Context: an optimization exercise on an open-source flow, tuned for small area and a short achievable clock period. The choices shown serve that exercise and are no tape-out recipe.
Only simulation tests tie the RTL to the original design; equivalence was not proved.
No driver is modelled on the clock port, so clocking that relies on it looks cheaper here than on a real chip.
Power is estimated from default activity; no workload was simulated.

## v46
// conv_peak_detect
module conv_peak_detect
#(
  parameter int unsigned MAX_LEN = 8,
  parameter int unsigned IDX_W   = 4
) (
  input  logic                  clk,
  input  logic                  rst,
  input  logic                  in_valid,
  input  logic [2*conv_pkg::SAMPLE_W-1:0] in_data,
  output logic                  out_valid,
  output conv_pkg::energy_t        out_peak,
  output logic [IDX_W-1:0]      out_idx,
  output logic [IDX_W-1:0]      out_len,
  output logic                  out_ovf,
  output logic                  out_err
);
Size: about 86 I/O pins, ~16000 um2 of cells after synthesis.
clock: 7.5 ns
lec_check: 0
abc_clock_period_in_ps: 4000
cap_margin: 20
core_margin: 2
core_utilization: 40
cts_cluster_diameter: 80
cts_cluster_size: 22
place_density: 0.6
setup_slack_margin: 3.8
slew_margin: 20
synth_hierarchical: 1
synth_minimum_keep_size: 0
standard.sh (not shown) runs the stock make flow with config.mk's settings and CLKGATE_MAP_FILE= SYNTH_SCRIPT=/design/flow/synth_recipe.tcl, a recipe that flattens the netlist after the stock synthesis.
==> flow/flow/run.sh <==
#!/bin/bash
set -euo pipefail
export BUFFER_PORTS_ARGS="-buffer_cell sky130_fd_sc_hd__buf_1"
bash standard.sh > standard.log 2>&1
The following lists how v17 was set up differently from v46:
- TNS_END_PERCENT now 5, previously not set
==> flow/flow/run.sh <==
#!/bin/bash
set -euo pipefail
export BUFFER_PORTS_ARGS="-buffer_cell sky130_fd_sc_hd__buf_1"
export CTS_ARGS="-sink_clustering_enable -repair_clock_nets -sink_clustering_size 22 -sink_clustering_max_diameter 80 -dont_use_dummy_load"
bash standard.sh > standard.log 2>&1
Results
v17 ends up with lower number of instances resized during post-cts repair than v46 does.
As of v17, power had fallen slightly compared to v46.
From v17 to v46, routability-driven placement congestion ratio did not move at all.
v46 → v17: final hold slack barely changed, count of placed standard cells in the final layout, fillers left out decreased about 0.5%.
v17 vs. v46: post-route minimum period +0.023 ns, sum of routed wire length over all layers ~0 delta.
Diff v46 -> v17: half-perimeter wire length after detailed placement essentially unchanged, total via count after detailed routing went down.
The inputs of v3 differ from those of v17 as listed below.
- CTS_CLUSTER_SIZE now 14, was 22
- CTS_BUF_LIST now sky130_fd_sc_hd__clkbuf_8, previously not set
- CTS_CLUSTER_DIAMETER now 60, was 80
- TNS_END_PERCENT no longer set, was 5
==> flow/flow/run.sh <==
#!/bin/bash
set -euo pipefail
export BUFFER_PORTS_ARGS="-buffer_cell sky130_fd_sc_hd__buf_1"
bash standard.sh > standard.log 2>&1
### Flow results
- Clock-buffer cell count, v3 and v17, lower one = v17.
- Diff v17 -> v3 | via-per-instance ratio | decrease of 1.3%
- The lower core utilization of v3 and v17 is in v17.
- [compare] base=v17 new=v3: design area increased by about 1.1% relative to the old numbers; area growth from synthesis to final layout increased by 1.2 points relative to the old numbers.
- Compared with v17, in v3 final clock period utilization by the worst path decreased 0.60 points, static power due to leakage went up 0.099 nW.
- Taking v17 as the reference, in v3 total routed wire length on the met1 layer saw a decrease; final worst-path setup slack up 0.045 ns.
- There was hardly any difference in via count between v17 and v3.
--- input diff v3..v58 ---
- removing CTS_CLUSTER_SIZE (formerly 14)
- removing CTS_CLUSTER_DIAMETER (formerly 60)
- removing CTS_BUF_LIST (formerly sky130_fd_sc_hd__clkbuf_8)
- changing SETUP_SLACK_MARGIN from 3.8 to 3.5
==> flow/run.sh (new file) <==
#!/bin/bash
# synth_recipe.tcl (not shown) runs the flow's synth.tcl, then flattens the netlist and writes it again
# the make line also repeats each setting of config.mk as NAME=value (left out here)
make -C /OpenROAD-flow-scripts/flow DESIGN_CONFIG=/design/flow/config.mk WORK_HOME=/design/flow/orfs CLKGATE_MAP_FILE= SYNTH_SCRIPT=/design/flow/synth_recipe.tcl finish
removed: flow/flow/run.sh
removed: flow/standard.sh
[summary]
- Clock power share in v58 is 4.5 points higher than in v3
- v58 against v3: fraction of area in clock buffers and inverters up 1.4 points; all-layer global routing usage flat.
- Between v58 and v3, post-route worst setup slack is higher for v3, v58 comes in under that.
- v58 vs. v3: number of clock buffers in the layout went up by 33%.
- Going from v3 to v58, the cell-internal power was found to have gone up by 270 uW.
- v58 ran to completion and came out clean on the timing, DRC and antenna checks.
- v58 vs. v3: sequential power stayed essentially flat, multi-input logic cell count barely changed.
Edits applied to the flow inputs when going from v58 to v5:
- setting CTS_CLUSTER_SIZE to 22 for the first time
- changing SETUP_SLACK_MARGIN from 3.5 to 3.8
- setting CTS_CLUSTER_DIAMETER to 80 for the first time
- changing ABC_CLOCK_PERIOD_IN_PS from 4000 to 2500
==> flow/flow/run.sh (new file) <==
#!/bin/bash
set -euo pipefail
export BUFFER_PORTS_ARGS="-buffer_cell sky130_fd_sc_hd__buf_1"
export CTS_ARGS="-sink_clustering_enable -repair_clock_nets -sink_clustering_size 22 -sink_clustering_max_diameter 80 -dont_use_dummy_load"
bash standard.sh > standard.log 2>&1
==> flow/standard.sh (new file) <==
#!/bin/bash
# synth_recipe.tcl (not shown) runs the flow's synth.tcl, then flattens the netlist and writes it again
# the make line also repeats each setting of config.mk as NAME=value (left out here)
make -C /OpenROAD-flow-scripts/flow DESIGN_CONFIG=/design/flow/config.mk WORK_HOME=/design/flow/orfs CLKGATE_MAP_FILE= SYNTH_SCRIPT=/design/flow/synth_recipe.tcl "${@:-finish}"
removed: flow/run.sh
--- outcome ---
For total combinational power, v5 and v58 come out practically identical.
Relative to v58, clock skew has increased by 0.019 ns in v5.
Going from v58 to v5, cell leakage power shrinks by about 5.5%.
Compared with v58, in v5 clock power went down by 35%, maximum frequency went up by about 8%.
Reported for v5 and v58, worst reg2reg path depth turned out identical to the last digit.
v58 -> v5: combined global-route utilization of all metal layers flat
Cmp v5 and v58 / first-iteration DRC count / lower: v58
Cell count on v5 is down relative to v58.
Length of routed met2 wiring of v5 falls short of that of v58 slightly.
Looking at v5 and v58, the synthesized instance count is a wash.

========
Setup of build 3:
conv_peak_detect again, from the RTL that the note above started with.
## conv_peak_detect
module conv_peak_detect
#(
  parameter int unsigned MAX_LEN = 8,
  parameter int unsigned IDX_W   = 4
) (
  input  logic                  clk,
  input  logic                  rst,
  input  logic                  in_valid,
  input  logic [2*conv_pkg::SAMPLE_W-1:0] in_data,
  output logic                  out_valid,
  output conv_pkg::energy_t        out_peak,
  output logic [IDX_W-1:0]      out_idx,
  output logic [IDX_W-1:0]      out_len,
  output logic                  out_ovf,
  output logic                  out_err
);
clock: 7.5 ns
lec_check: 0
abc_clock_period_in_ps: 4000
cap_margin: 20
core_margin: 2
core_utilization: 40
cts_cluster_diameter: 80
cts_cluster_size: 22
place_density: 0.6
setup_slack_margin: 3.8
slew_margin: 20
synth_hierarchical: 1
synth_minimum_keep_size: 0
tns_end_percent: 30
==> flow/flow/run.sh <==
#!/bin/bash
set -euo pipefail
export BUFFER_PORTS_ARGS="-buffer_cell sky130_fd_sc_hd__buf_1"
export CTS_ARGS="-sink_clustering_enable -repair_clock_nets -sink_clustering_size 22 -sink_clustering_max_diameter 80 -dont_use_dummy_load"
bash standard.sh > standard.log 2>&1
#### Input delta (build 21 over build 3)
- TNS_END_PERCENT no longer set, was 30
- CTS_CLUSTER_DIAMETER no longer set, was 80
- CTS_CLUSTER_SIZE no longer set, was 22
==> flow/flow/run.sh <==
#!/bin/bash
set -euo pipefail
export BUFFER_PORTS_ARGS="-buffer_cell sky130_fd_sc_hd__buf_1"
bash standard.sh > standard.log 2>&1
--- outcome ---
- Higher power among build 21 and build 3: build 21
- Diff build 3 -> build 21: sequential cell area grew by about 0.6%; relative contribution of combinational cells to total power shrank by 2.8 points; share of the core filled with cells in the final layout grew by 1.4 points; met3 track utilization from global routing held steady.
- Comparing build 21 and build 3, the lower via count is on build 3.
- Relative to build 3, the delay of the slowest critical-path stage of build 21 is lower by 0.11 ns.
- The final layout from build 21, which completed every stage, passed the timing, DRC and antenna checks at the end of the flow.
- Routed wire length (build 21 over build 3): increase, about 0.37%
- Build 21 gives less first-pass iteration count of the detailed router than build 3 did.
### build 21 -> build 68
- CTS_CLUSTER_SIZE: unset -> 22
- SETUP_SLACK_MARGIN: 3.8 -> 4.05
- CTS_CLUSTER_DIAMETER: unset -> 80
==> flow/flow/run.sh <==
#!/bin/bash
set -euo pipefail
here=$(pwd)
export BUFFER_PORTS_ARGS="-buffer_cell sky130_fd_sc_hd__buf_1"
export CTS_ARGS="-sink_clustering_enable -repair_clock_nets -sink_clustering_size 22 -sink_clustering_max_diameter 80 -dont_use_dummy_load"
export SKIP_CTS_REPAIR_TIMING=1
export POST_CTS_TCL="$here/flow/skew.tcl"
bash standard.sh > standard.log 2>&1
==> flow/flow/skew.tcl (new file) <==
# POST_CTS hook: delay the clock of the carry-save registers (the tree's
# output register, hs2_n/hc2_n/lo2_n/lc2_n) by one small clock buffer per
# group of up to four of them on the same leaf clock net. This moves time
# from the stage after them (compare against the running maximum) to the
# stage before them (the squarer tree); both stages are register to
# register, none of these registers has a path from an input or to an output.
# Then the setup/hold repair that CTS would have run (SKIP_CTS_REPAIR_TIMING
# is set by run.sh so it runs here, once, with the skew in place).
set block [ord::get_db_block]
set master [[ord::get_db] findMaster sky130_fd_sc_hd__clkbuf_2]
set groups [dict create]
foreach inst [$block getInsts] {
  if {![regexp {^(hs2_n|hc2_n|lo2_n|lc2_n)\[?} [$inst getName]]} { continue }
  set ck [$inst findITerm CLK]
  if {$ck eq "NULL" || $ck eq ""} { continue }
  set net [$ck getNet]
  dict lappend groups [$net getName] $inst
}
set n 0
dict for {netname insts} $groups {
  set net [$block findNet $netname]
  set sorted [lsort -command {apply {{a b} {
    set la [$a getLocation]; set lb [$b getLocation]
    expr {[lindex $la 0] + [lindex $la 1] < [lindex $lb 0] + [lindex $lb 1] ? -1 : 1}
  }}} $insts]
  for {set i 0} {$i < [llength $sorted]} {incr i 4} {
    set grp [lrange $sorted $i [expr {$i + 3}]]
    set buf [odb::dbInst_create $block $master "skew_buf_$n"]
    set bnet [odb::dbNet_create $block "skew_clk_$n"]
    $bnet setSigType CLOCK
    [$buf findITerm A] connect $net
    [$buf findITerm X] connect $bnet
    set sx 0; set sy 0
    foreach f $grp {
      set ck [$f findITerm CLK]
      $ck disconnect
      $ck connect $bnet
      set l [$f getLocation]
      incr sx [lindex $l 0]; incr sy [lindex $l 1]
    }
    set k [llength $grp]
    $buf setLocation [expr {$sx / $k}] [expr {$sy / $k}]
    $buf setPlacementStatus PLACED
    incr n
  }
}
puts "skew.tcl: inserted $n clock buffers for [dict size $groups] leaf nets"
global_connect
detailed_placement
estimate_parasitics -placement
repair_timing_helper
detailed_placement
check_placement -verbose
--- outcome ---
- Lower worst-case setup slack after placement was reported by build 68, not build 21.
- Higher sequential group share of total power among build 68 and build 21: build 68
- Routed via count divided by cell count on build 68 is up relative to build 21.
- Looking at build 68 and build 21, the worst hold slack across all endpoints is a wash.

========
job 4647:
Starting RTL as in the previous note.
export LEC_CHECK = 0
export ABC_CLOCK_PERIOD_IN_PS = 4000
export CAP_MARGIN = 20
export CORE_MARGIN = 2
export CORE_UTILIZATION = 40
export CTS_CLUSTER_DIAMETER = 100
export CTS_CLUSTER_SIZE = 30
export PLACE_DENSITY = 0.6
export SETUP_SLACK_MARGIN = 3.8
export SLEW_MARGIN = 20
export SYNTH_HIERARCHICAL = 1
export SYNTH_MINIMUM_KEEP_SIZE = 0
create_clock -name core_clock -period 7.5 [get_ports {clk}]
==> flow/flow/run.sh <==
#!/bin/bash
set -euo pipefail
export BUFFER_PORTS_ARGS="-buffer_cell sky130_fd_sc_hd__buf_1"
bash standard.sh > standard.log 2>&1
### job 4647 -> job 4150
==> flow/flow/run.sh <==
#!/bin/bash
set -euo pipefail
export BUFFER_PORTS_ARGS="-buffer_cell sky130_fd_sc_hd__buf_1"
export CTS_ARGS="-sink_clustering_enable -repair_clock_nets -sink_clustering_size 22 -sink_clustering_max_diameter 80 -dont_use_dummy_load"
bash standard.sh > standard.log 2>&1
-- flow/config.mk --
<<< job 4647, line 10
export CORE_MARGIN = 2
export CORE_UTILIZATION = 40
export CTS_CLUSTER_DIAMETER = 100
export CTS_CLUSTER_SIZE = 30
export PLACE_DENSITY = 0.6
export SETUP_SLACK_MARGIN = 3.8
>>> job 4150, line 10
export CORE_MARGIN = 2
export CORE_UTILIZATION = 40
export CTS_CLUSTER_DIAMETER = 80
export CTS_CLUSTER_SIZE = 22
export PLACE_DENSITY = 0.6
export SETUP_SLACK_MARGIN = 3.8
Findings:
Diff job 4647 -> job 4150: leakage power lower; number of filler cells placed in the layout neither gained nor lost much; switching share of total power now smaller. Compared with job 4647, job 4150 shows clock network area share lower by 0.28 points. Compared with job 4647, job 4150 shows a higher number of CTS-inserted buffers. Job 4150 ended with less minimum clock period than job 4647. Taking job 4647 as the reference, in job 4150 final area shows a reduction of 0.77%, detailed-routing wirelength on met1 increased 170 um. Cmp job 4647 and job 4150 / area overhead of the layout relative to synthesis / lower: job 4150.
#### Input delta (job 4269 over job 4150)
==> flow/flow/run.sh <==
#!/bin/bash
set -euo pipefail
here=$(pwd)
export BUFFER_PORTS_ARGS="-buffer_cell sky130_fd_sc_hd__buf_1"
export CTS_ARGS="-sink_clustering_enable -repair_clock_nets -sink_clustering_size 22 -sink_clustering_max_diameter 80 -dont_use_dummy_load"
export SKIP_CTS_REPAIR_TIMING=1
export POST_CTS_TCL="$here/flow/skew.tcl"
bash standard.sh > standard.log 2>&1
==> flow/flow/skew.tcl (new file) <==
# POST_CTS hook: delay the clock of the carry-save registers (the tree's
# output register, hs2_n/hc2_n/lo2_n/lc2_n) by one small clock buffer per
# group of up to four of them on the same leaf clock net. This moves time
# from the stage after them (compare against the running maximum) to the
# stage before them (the squarer tree); both stages are register to
# register, none of these registers has a path from an input or to an output.
# Then the setup/hold repair that CTS would have run (SKIP_CTS_REPAIR_TIMING
# is set by run.sh so it runs here, once, with the skew in place).
set block [ord::get_db_block]
set master [[ord::get_db] findMaster sky130_fd_sc_hd__clkbuf_2]
set groups [dict create]
foreach inst [$block getInsts] {
  if {![regexp {^(hs2_n|hc2_n|lo2_n|lc2_n)\[?} [$inst getName]]} { continue }
  set ck [$inst findITerm CLK]
  if {$ck eq "NULL" || $ck eq ""} { continue }
  set net [$ck getNet]
  dict lappend groups [$net getName] $inst
}
set n 0
dict for {netname insts} $groups {
  set net [$block findNet $netname]
  set sorted [lsort -command {apply {{a b} {
    set la [$a getLocation]; set lb [$b getLocation]
    expr {[lindex $la 0] + [lindex $la 1] < [lindex $lb 0] + [lindex $lb 1] ? -1 : 1}
  }}} $insts]
  for {set i 0} {$i < [llength $sorted]} {incr i 4} {
    set grp [lrange $sorted $i [expr {$i + 3}]]
    set buf [odb::dbInst_create $block $master "skew_buf_$n"]
    set bnet [odb::dbNet_create $block "skew_clk_$n"]
    $bnet setSigType CLOCK
    [$buf findITerm A] connect $net
    [$buf findITerm X] connect $bnet
    set sx 0; set sy 0
    foreach f $grp {
      set ck [$f findITerm CLK]
      $ck disconnect
      $ck connect $bnet
      set l [$f getLocation]
      incr sx [lindex $l 0]; incr sy [lindex $l 1]
    }
    set k [llength $grp]
    $buf setLocation [expr {$sx / $k}] [expr {$sy / $k}]
    $buf setPlacementStatus PLACED
    incr n
  }
}
puts "skew.tcl: inserted $n clock buffers for [dict size $groups] leaf nets"
global_connect
detailed_placement
estimate_parasitics -placement
repair_timing_helper
detailed_placement
check_placement -verbose
--- outcome ---
The capture point of the critical path comes out hs2_n[8] in one run and hs2_n[17] in the other, namely in job 4269 and job 4150 respectively. Data arrival time of the critical path: job 4269 vs job 4150 up 0.13 ns. On cell area, job 4150 and job 4269 are basically level. Largest stage delay on the critical path delta for job 4269 relative to job 4150: 0.13 ns higher. Fraction of layout instances using a drive strength above 1: job 4150 and job 4269 compared, higher one is job 4269. Number of well taps came out exactly the same in job 4150 and job 4269. Job 4269: combinational power share lower than job 4150. Job 4269 — power per cell area 6.2 mW/mm2 higher, job 4150 as reference. Taking job 4150 as the reference, in job 4269 global-route track usage on met3 about even, count of nets left with antenna violations after detail routing held steady. Compared with job 4150, job 4269 shows signed area change from the synthesized netlist to the final layout lower by 0.16 points.

static timing again, ports no longer ideal:
The results above use ideal ports. As a check the final layouts listed here were re-extracted and re-timed, cells and wires unchanged. Step 1: set_driving_cell puts a clkbuf_16 on clk and a buf_2 on each other input, an assumption about the parent block. Step 2 also shifts input and output timing later by t, the mid clock arrival at the registers, as if the neighbouring blocks saw the same clock. Three values: no drivers, after step 1, after step 2; two values: the first two.
run | t (ns) | slack for setup (ns) | worst slew at a driven data input, ns | pins driven straight from the clock port
v46 | 0.553 | 3.870 / 3.870 / 3.870 | 0.04 | 1
v17 | 0.539 | 3.847 / 3.847 / 3.847 | 0.05 | 1
v3 | 0.601 | 3.892 / 3.892 / 3.892 | 0.05 | 1
v58 | 0.583 | 3.602 / 3.602 / 3.602 | 0.05 | 1
v5 | 0.540 | 3.886 / 3.886 / 3.886 | 0.04 | 1
build 3 | 0.541 | 3.799 / 3.799 / 3.799 | 0.05 | 1
build 21 | 0.571 | 3.867 / 3.867 / 3.867 | 0.05 | 1
build 68 | 0.599 | 4.020 / 4.020 / 4.020 | 0.05 | 1
job 4647 | 0.540 | 3.876 / 3.876 / 3.876 | 0.05 | 1
job 4150 | 0.540 | 3.886 / 3.886 / 3.886 | 0.04 | 1
job 4269 | 0.599 | 3.861 / 3.861 / 3.861 | 0.05 | 1
After both steps setup and hold are still met in every run listed.
